Context: an optimization exercise on an open-source flow, tuned for small area. The choices shown serve that exercise and are no tape-out recipe.
RTL that was checked went through simulation tests only; none was proved equivalent to the original.
No activity file was given, so power comes from the tool's default toggle rates.

==> inputs of v19 <==
==> flow/design.v <==
`default_nettype none
`default_nettype wire
`default_nettype none
package writeBackPkg;
	typedef enum logic [0:0] {
		dirRead  = 1'b0,
		dirWrite = 1'b1
	} reqDirE;
	typedef enum logic [0:0] {
		targetMemory = 1'b0,
		targetIo     = 1'b1
	} reqTargetE;
	typedef enum logic [0:0] {
		kindData  = 1'b0,
		kindInstr = 1'b1
	} reqKindE;
	typedef struct packed {
		reqDirE    dir;
		reqTargetE target;
		reqKindE   kind;
		logic [6:0] zero;
	} reqTagT;
	typedef enum logic [0:0] {
		stIdle   = 1'b0,
		stActive = 1'b1
	} storeStateE;
endpackage
`default_nettype wire
`timescale 1ns/1ps
`default_nettype none
module writeBackStage (
	input  wire logic                      dCacheCoreBus,
	input  wire logic                      arstN,
	input  wire logic                      canWriteBack,
	input  wire logic                      kill,
	input  wire logic [4-1:0]   srcReg1,
	input  wire logic                      srcReg1Valid,
	input  wire logic [4-1:0]   srcReg2,
	input  wire logic                      srcReg2Valid,
	input  wire logic [4-1:0]   destReg,
	input  wire logic [4-1:0]   destRegSpecial,
	input  wire logic                      destRegSpecialValid,
	input  wire logic                      isMemDest,
	input  wire logic [64-1:0]  memAddrDest,
	input  wire logic [64-1:0]  aluResult,
	input  wire logic [64-1:0]  aluResultSpecial,
	input  wire logic                      setInUse,
	input  wire logic [4-1:0]   setInUseReg,
	input  wire logic [4-1:0]   readAddr,
	input  wire logic                      reqAck,
	output logic      [64-1:0]  readData,
	output logic      [16-1:0]   inUseMap,
	output logic                           reqCyc,
	output logic      [64-1:0]  reqAddr,
	output logic      [64-1:0]  reqData,
	output writeBackPkg::reqTagT           reqTag,
	output logic                           stallOnMemWr,
	output logic                           writeBackSuccessful,
	output logic                           memFault
);
	localparam int NR = 16;
	localparam int DW = 64;
	logic       active;
	logic [3:0] count;
	logic       storeDone;
	logic       storeFault;
	logic       storeEnd;
	logic       isStore;
	logic       retire;
	logic       storeStart;
	assign isStore    = isMemDest && !kill;
	assign storeDone  = active && reqAck;
	assign storeFault = active && !reqAck && (count == 4'd15);
	assign storeEnd   = storeDone || storeFault;
	assign retire     = canWriteBack && (!isStore || storeEnd);
	assign storeStart = canWriteBack && isStore && !active;
	assign writeBackSuccessful = retire;
	assign stallOnMemWr        = canWriteBack && isStore && !storeEnd;
	assign reqCyc              = active;
	always_ff @(posedge dCacheCoreBus or negedge arstN) begin
		if (!arstN) begin
			active   <= 1'b0;
			memFault <= 1'b0;
		end else begin
			active   <= active ? !storeEnd : storeStart;
			memFault <= storeFault;
		end
	end
	always_ff @(posedge dCacheCoreBus) begin
		if (!active) begin
			count <= '0;
		end else if (count != 4'd15) begin
			count <= count + 1'b1;
		end
	end
	always_ff @(posedge dCacheCoreBus) begin
		if (storeStart) begin
			reqAddr <= memAddrDest;
			reqData <= aluResult;
		end
	end
	assign reqTag = 10'b10_0000_0000;
	logic          regWrEn;
	logic          specWrEn;
	logic          phase;
	logic [NR-1:0] wA;
	logic [NR-1:0] wS;
	logic [NR-1:0] selS;
	logic [NR-1:0] hold;
	logic [NR-1:0] written;
	logic [NR-1:0] rdSel;
	logic [DW-1:0] aluPh;
	logic [DW-1:0] specPh;
	logic [DW-1:0] regFile [NR];
	logic [DW-1:0] regNext [NR];
	logic [NR-1:0] rdBits [DW];
	assign regWrEn  = canWriteBack && !kill && !isMemDest;
	assign specWrEn = retire && !kill && destRegSpecialValid;
	always_comb begin
		for (int i = 0; i < NR; i++) begin
			wA[i]    = regWrEn && (destReg == i);
			wS[i]    = specWrEn && (destRegSpecial == i);
			selS[i]  = wS[i] && !wA[i];
			hold[i]  = !(wA[i] || wS[i]);
			rdSel[i] = written[i] && (readAddr == i);
		end
	end
	always_ff @(posedge dCacheCoreBus or negedge arstN) begin
		if (!arstN) begin
			written <= '0;
			phase   <= 1'b0;
		end else begin
			written <= written | wA | wS;
			phase   <= !phase;
		end
	end
	assign aluPh  = aluResult ^ {DW{phase}};
	assign specPh = aluResultSpecial ^ {DW{phase}};
	for (genvar i = 0; i < NR; i++) begin : gReg
		for (genvar b = 0; b < DW; b++) begin : gBit
			wbWriteBit uWr (
				.a(aluPh[b]), .aSel(wA[i]),
				.s(specPh[b]), .sSel(selS[i]),
				.q(regFile[i][b]), .qSel(hold[i]),
				.dN(regNext[i][b])
			);
			assign rdBits[b][i] = regFile[i][b];
		end
		always_ff @(posedge dCacheCoreBus) begin
			regFile[i] <= regNext[i];
		end
	end
	logic rdPhase;
	assign rdPhase = phase && (|rdSel);
	for (genvar b = 0; b < DW; b++) begin : gRd
		wbReadBit uRd (
			.sel(rdSel),
			.q(rdBits[b]),
			.phase(rdPhase),
			.d(readData[b])
		);
	end
	logic [NR-1:0] inUse;
	logic [NR-1:0] clearMask;
	logic [NR-1:0] setMask;
	always_comb begin
		for (int i = 0; i < NR; i++) begin
			setMask[i]   = setInUse && (setInUseReg == i);
			clearMask[i] = retire && ((destReg == i)
			             || (srcReg1Valid && (srcReg1 == i))
			             || (srcReg2Valid && (srcReg2 == i))
			             || (destRegSpecialValid && (destRegSpecial == i)));
		end
	end
	always_ff @(posedge dCacheCoreBus or negedge arstN) begin
		if (!arstN) begin
			inUse <= '0;
		end else begin
			inUse <= (inUse & ~clearMask) | setMask;
		end
	end
	assign inUseMap = inUse;
endmodule
`default_nettype wire
`default_nettype none
module wbWriteBit (
	input  wire logic a,
	input  wire logic aSel,
	input  wire logic s,
	input  wire logic sSel,
	input  wire logic q,
	input  wire logic qSel,
	output logic      dN
);
	assign dN = !((a & aSel) | (s & sSel) | (q & qSel));
endmodule
module wbAndOr3N (
	input  wire logic [2:0] sel,
	input  wire logic [2:0] q,
	output logic            yN
);
	assign yN = !(|(sel & q));
endmodule
module wbAndOr1N (
	input  wire logic sel,
	input  wire logic q,
	output logic      yN
);
	assign yN = !(sel & q);
endmodule
module wbReadJoin (
	input  wire logic [5:0] yN,
	input  wire logic       phase,
	output logic            d
);
	assign d = !(&yN) ^ phase;
endmodule
module wbReadBit (
	input  wire logic [16-1:0] sel,
	input  wire logic [16-1:0] q,
	input  wire logic                    phase,
	output logic                         d
);
	logic [5:0] yN;
	for (genvar k = 0; k < 5; k++) begin : gPart
		wbAndOr3N uPart (.sel(sel[3*k +: 3]), .q(q[3*k +: 3]), .yN(yN[k]));
	end
	wbAndOr1N uLast (.sel(sel[15]), .q(q[15]), .yN(yN[5]));
	wbReadJoin uJoin (.yN(yN), .phase(phase), .d(d));
endmodule
`default_nettype wire
==> flow/flow/run.sh <==
#!/bin/bash
set -euo pipefail
bash standard.sh \
  "BUFFER_PORTS_ARGS=-buffer_cell sky130_fd_sc_hd__buf_1" \
  "CTS_ARGS=-sink_clustering_enable -repair_clock_nets -dont_use_dummy_load -buf_list {sky130_fd_sc_hd__clkbuf_4 sky130_fd_sc_hd__clkbuf_8}" \
  finish > flow_make.log 2>&1
==> flow/standard.sh <==
#!/bin/bash
# synth_recipe.tcl (not shown) runs the flow's synth.tcl, then flattens the netlist and writes it again
# the make line also repeats each setting of config.mk as NAME=value (left out here)
make -C /OpenROAD-flow-scripts/flow DESIGN_CONFIG=/design/flow/config.mk WORK_HOME=/design/flow/orfs CLKGATE_MAP_FILE= SYNTH_SCRIPT=/design/flow/synth_recipe.tcl "${@:-finish}"
==> flow/config.mk <==
export PLATFORM = sky130hd
export DESIGN_NAME = writeBackStage
export DESIGN_NICKNAME = writeBackStage
export VERILOG_FILES = /design/flow/design.v
export SDC_FILE = /design/flow/constraint.sdc
export NUM_CORES = 4
export LEC_CHECK = 0
export CAP_MARGIN = 20
export CORE_MARGIN = 2
export CORE_UTILIZATION = 30
export CTS_BUF_LIST = sky130_fd_sc_hd__clkbuf_4 sky130_fd_sc_hd__clkbuf_8
export PLACE_DENSITY = 0.4
export SLEW_MARGIN = 20
export SYNTH_HIERARCHICAL = 1
export SYNTH_MINIMUM_KEEP_SIZE = 0
==> flow/constraint.sdc <==
create_clock -name core_clock -period 8.0 [get_ports {dCacheCoreBus}]
set_input_delay 1.6000 -clock core_clock [delete_from_list [all_inputs] [get_ports {dCacheCoreBus}]]
set_output_delay 1.6000 -clock core_clock [all_outputs]
set_load 0.01 [all_outputs]
==> inputs of v31, as changes to v19 <==
--- a/flow/design.v
+++ b/flow/design.v
@@ -104,3 +104,2 @@
 	logic          specWrEn;
-	logic          phase;
 	logic [NR-1:0] wA;
@@ -110,5 +109,4 @@
 	logic [NR-1:0] written;
+	logic [NR-1:0] phase;
 	logic [NR-1:0] rdSel;
-	logic [DW-1:0] aluPh;
-	logic [DW-1:0] specPh;
 	logic [DW-1:0] regFile [NR];
@@ -130,10 +128,9 @@
 			written <= '0;
-			phase   <= 1'b0;
 		end else begin
 			written <= written | wA | wS;
-			phase   <= !phase;
-		end
-	end
-	assign aluPh  = aluResult ^ {DW{phase}};
-	assign specPh = aluResultSpecial ^ {DW{phase}};
+		end
+	end
+	always_ff @(posedge dCacheCoreBus) begin
+		phase <= ~(hold & phase);
+	end
 	for (genvar i = 0; i < NR; i++) begin : gReg
@@ -141,4 +138,4 @@
 			wbWriteBit uWr (
-				.a(aluPh[b]), .aSel(wA[i]),
-				.s(specPh[b]), .sSel(selS[i]),
+				.a(aluResult[b]), .aSel(wA[i]),
+				.s(aluResultSpecial[b]), .sSel(selS[i]),
 				.q(regFile[i][b]), .qSel(hold[i]),
@@ -153,3 +150,3 @@
 	logic rdPhase;
-	assign rdPhase = phase && (|rdSel);
+	assign rdPhase = |(rdSel & phase);
 	for (genvar b = 0; b < DW; b++) begin : gRd
@@ -210,8 +207,20 @@
 endmodule
+module wbReadOr3 (
+	input  wire logic [2:0] yN,
+	output logic            t
+);
+	assign t = !(&yN);
+endmodule
+module wbReadNone (
+	input  wire logic [1:0] t,
+	output logic            n
+);
+	assign n = !(|t);
+endmodule
 module wbReadJoin (
-	input  wire logic [5:0] yN,
-	input  wire logic       phase,
-	output logic            d
-);
-	assign d = !(&yN) ^ phase;
+	input  wire logic n,
+	input  wire logic phase,
+	output logic      d
+);
+	assign d = !(n ^ phase);
 endmodule
@@ -228,4 +237,9 @@
 	wbAndOr1N uLast (.sel(sel[15]), .q(q[15]), .yN(yN[5]));
-	wbReadJoin uJoin (.yN(yN), .phase(phase), .d(d));
-endmodule
-`default_nettype wire
+	logic [1:0] t;
+	wbReadOr3 uOrLo (.yN(yN[2:0]), .t(t[0]));
+	wbReadOr3 uOrHi (.yN(yN[5:3]), .t(t[1]));
+	logic       n;
+	wbReadNone uNone (.t(t), .n(n));
+	wbReadJoin uJoin (.n(n), .phase(phase), .d(d));
+endmodule
+`default_nettype wire
==> flow/flow/run.sh (replaced) <==
#!/bin/bash
set -euo pipefail
bash standard.sh \
  "BUFFER_PORTS_ARGS=-buffer_cell sky130_fd_sc_hd__buf_1" \
  "CTS_ARGS=-sink_clustering_enable -repair_clock_nets -dont_use_dummy_load -sink_clustering_size 10 -sink_clustering_max_diameter 50 -buf_list {sky130_fd_sc_hd__clkbuf_4}" \
  finish > flow_make.log 2>&1
- CAP_MARGIN: 20 -> 5
- CELL_PAD_IN_SITES_DETAIL_PLACEMENT: default -> 1
- CELL_PAD_IN_SITES_GLOBAL_PLACEMENT: default -> 2
- CORE_UTILIZATION: 30 -> 45
- CTS_BUF_LIST: sky130_fd_sc_hd__clkbuf_4 sky130_fd_sc_hd__clkbuf_8 -> sky130_fd_sc_hd__clkbuf_4
- PLACE_DENSITY: 0.4 -> 0.55
- SLEW_MARGIN: 20 -> 5
==> inputs of v30, as changes to v19 <==
--- a/flow/design.v
+++ b/flow/design.v
@@ -104,3 +104,2 @@
 	logic          specWrEn;
-	logic          phase;
 	logic [NR-1:0] wA;
@@ -110,5 +109,4 @@
 	logic [NR-1:0] written;
+	logic [NR-1:0] phase;
 	logic [NR-1:0] rdSel;
-	logic [DW-1:0] aluPh;
-	logic [DW-1:0] specPh;
 	logic [DW-1:0] regFile [NR];
@@ -130,10 +128,9 @@
 			written <= '0;
-			phase   <= 1'b0;
 		end else begin
 			written <= written | wA | wS;
-			phase   <= !phase;
-		end
-	end
-	assign aluPh  = aluResult ^ {DW{phase}};
-	assign specPh = aluResultSpecial ^ {DW{phase}};
+		end
+	end
+	always_ff @(posedge dCacheCoreBus) begin
+		phase <= ~(hold & phase);
+	end
 	for (genvar i = 0; i < NR; i++) begin : gReg
@@ -141,4 +138,4 @@
 			wbWriteBit uWr (
-				.a(aluPh[b]), .aSel(wA[i]),
-				.s(specPh[b]), .sSel(selS[i]),
+				.a(aluResult[b]), .aSel(wA[i]),
+				.s(aluResultSpecial[b]), .sSel(selS[i]),
 				.q(regFile[i][b]), .qSel(hold[i]),
@@ -153,3 +150,3 @@
 	logic rdPhase;
-	assign rdPhase = phase && (|rdSel);
+	assign rdPhase = |(rdSel & phase);
 	for (genvar b = 0; b < DW; b++) begin : gRd
@@ -210,8 +207,20 @@
 endmodule
+module wbReadOr3 (
+	input  wire logic [2:0] yN,
+	output logic            t
+);
+	assign t = !(&yN);
+endmodule
+module wbReadNone (
+	input  wire logic [1:0] t,
+	output logic            n
+);
+	assign n = !(|t);
+endmodule
 module wbReadJoin (
-	input  wire logic [5:0] yN,
-	input  wire logic       phase,
-	output logic            d
-);
-	assign d = !(&yN) ^ phase;
+	input  wire logic n,
+	input  wire logic phase,
+	output logic      d
+);
+	assign d = !(n ^ phase);
 endmodule
@@ -228,4 +237,9 @@
 	wbAndOr1N uLast (.sel(sel[15]), .q(q[15]), .yN(yN[5]));
-	wbReadJoin uJoin (.yN(yN), .phase(phase), .d(d));
-endmodule
-`default_nettype wire
+	logic [1:0] t;
+	wbReadOr3 uOrLo (.yN(yN[2:0]), .t(t[0]));
+	wbReadOr3 uOrHi (.yN(yN[5:3]), .t(t[1]));
+	logic       n;
+	wbReadNone uNone (.t(t), .n(n));
+	wbReadJoin uJoin (.n(n), .phase(phase), .d(d));
+endmodule
+`default_nettype wire
==> flow/flow/run.sh (replaced) <==
#!/bin/bash
set -euo pipefail
bash standard.sh \
  "BUFFER_PORTS_ARGS=-buffer_cell sky130_fd_sc_hd__buf_1" \
  "CTS_ARGS=-sink_clustering_enable -repair_clock_nets -dont_use_dummy_load -sink_clustering_size 18 -sink_clustering_max_diameter 70 -buf_list {sky130_fd_sc_hd__clkbuf_4 sky130_fd_sc_hd__clkbuf_8}" \
  finish > flow_make.log 2>&1
- CAP_MARGIN: 20 -> 5
- CELL_PAD_IN_SITES_DETAIL_PLACEMENT: default -> 1
- CELL_PAD_IN_SITES_GLOBAL_PLACEMENT: default -> 2
- SLEW_MARGIN: 20 -> 5
==> comparison table <==
|  | v31 | v30 | v19 |
|---|---|---|---|
| Result of the run | timing/DRC/antenna clean | timing/DRC/antenna clean | timing/DRC/antenna clean |
| Clock network power share | 21.7% | 24.1% | 31.0% |
| FF-to-FF setup slack | 4.29 ns | 4.19 ns | 3.83 ns |
| Endpoint, Worst Hold | phase[15]$_DFF_P_ | phase[11]$_DFF_P_ | regFile[1][51]$_DFF_P_ |
| Fraction of standard cell area that is sequential | 52.9% | 51.4% | 48.0% |
| Placeable core area | 94,600 um^2 | 142,000 um^2 | 145,000 um^2 |
| Clock buf/inv share | 2.28% | 2.98% | 5.50% |
| Largest net degree at the start of global routing | 67 | 102 | 99 |
| Adder-cell share of the synthesized area | 0.0292% | 0.0292% | 0.0286% |
| Post-synthesis cell area | 42,800 um^2 | 42,800 um^2 | 43,700 um^2 |
| Leak pwr | 0.0163 uW | 0.0166 uW | 0.0178 uW |
| Share of layout cells above drive strength 1 | 8.81% | 8.33% | 14.6% |
| Count of routing violations after the opening detailed-route iteration | 12,700 | 12,000 | 11,100 |
| Routed wl met2 | 94.2 mm | 113 mm | 101 mm |
| Via count of the first global-routing pass | 44,700 | 44,700 | 42,500 |
| Total number of vias | 43,600 | 43,400 | 43,300 |
| Clock network latency to the later pin of the worst-skew pair | 1.10 ns | 0.90 ns | 0.92 ns |
| Sequential power | 8240 uW | 8240 uW | 8130 uW |
| Layout sequential cell count | 1,206 | 1,206 | 1,191 |
| Width of the chip | 312 um | 382 um | 386 um |
| Number of ordinary and repair buffers in the finished layout | 542 | 561 | 623 |
Function not checked in v19: the RTL went through the layout flow alone.

## static timing again, ports no longer ideal
No port has a modelled driver above. Below, the same layouts with a new extraction and two added sets of constraints. Step 1 assumes that a clkbuf_16 drives the clock port and a buf_2 every other input. Step 2 adds t to the input delays and takes it off the output delays; t is the mean of the earliest and latest rising clock arrival at the registers after step 1. Input paths then give back, and output paths get back, about the clock's delay inside the block. a / b / c = ideal ports / drivers / drivers and shift; a / b = the first two.
| run | t (ns) | setup slack, ns | worst hold slack (ns) | worst setup path after step 2 |
|---|---|---|---|---|
| v19 | 0.942 | 1.787 / 1.716 / 1.716 | 0.458 / 0.458 / 0.458 | input to output |
| v31 | 1.151 | 1.857 / 1.830 / 1.830 | 0.395 / 0.395 / 0.395 | input to output |
| v30 | 0.910 | 1.825 / 1.797 / 1.797 | 0.385 / 0.385 / 0.385 | input to output |
After both steps every run listed still meets setup and hold. The setup slack of v19, which loses most, moves by -0.071 ns with the drivers and by -0.071 ns with both steps.
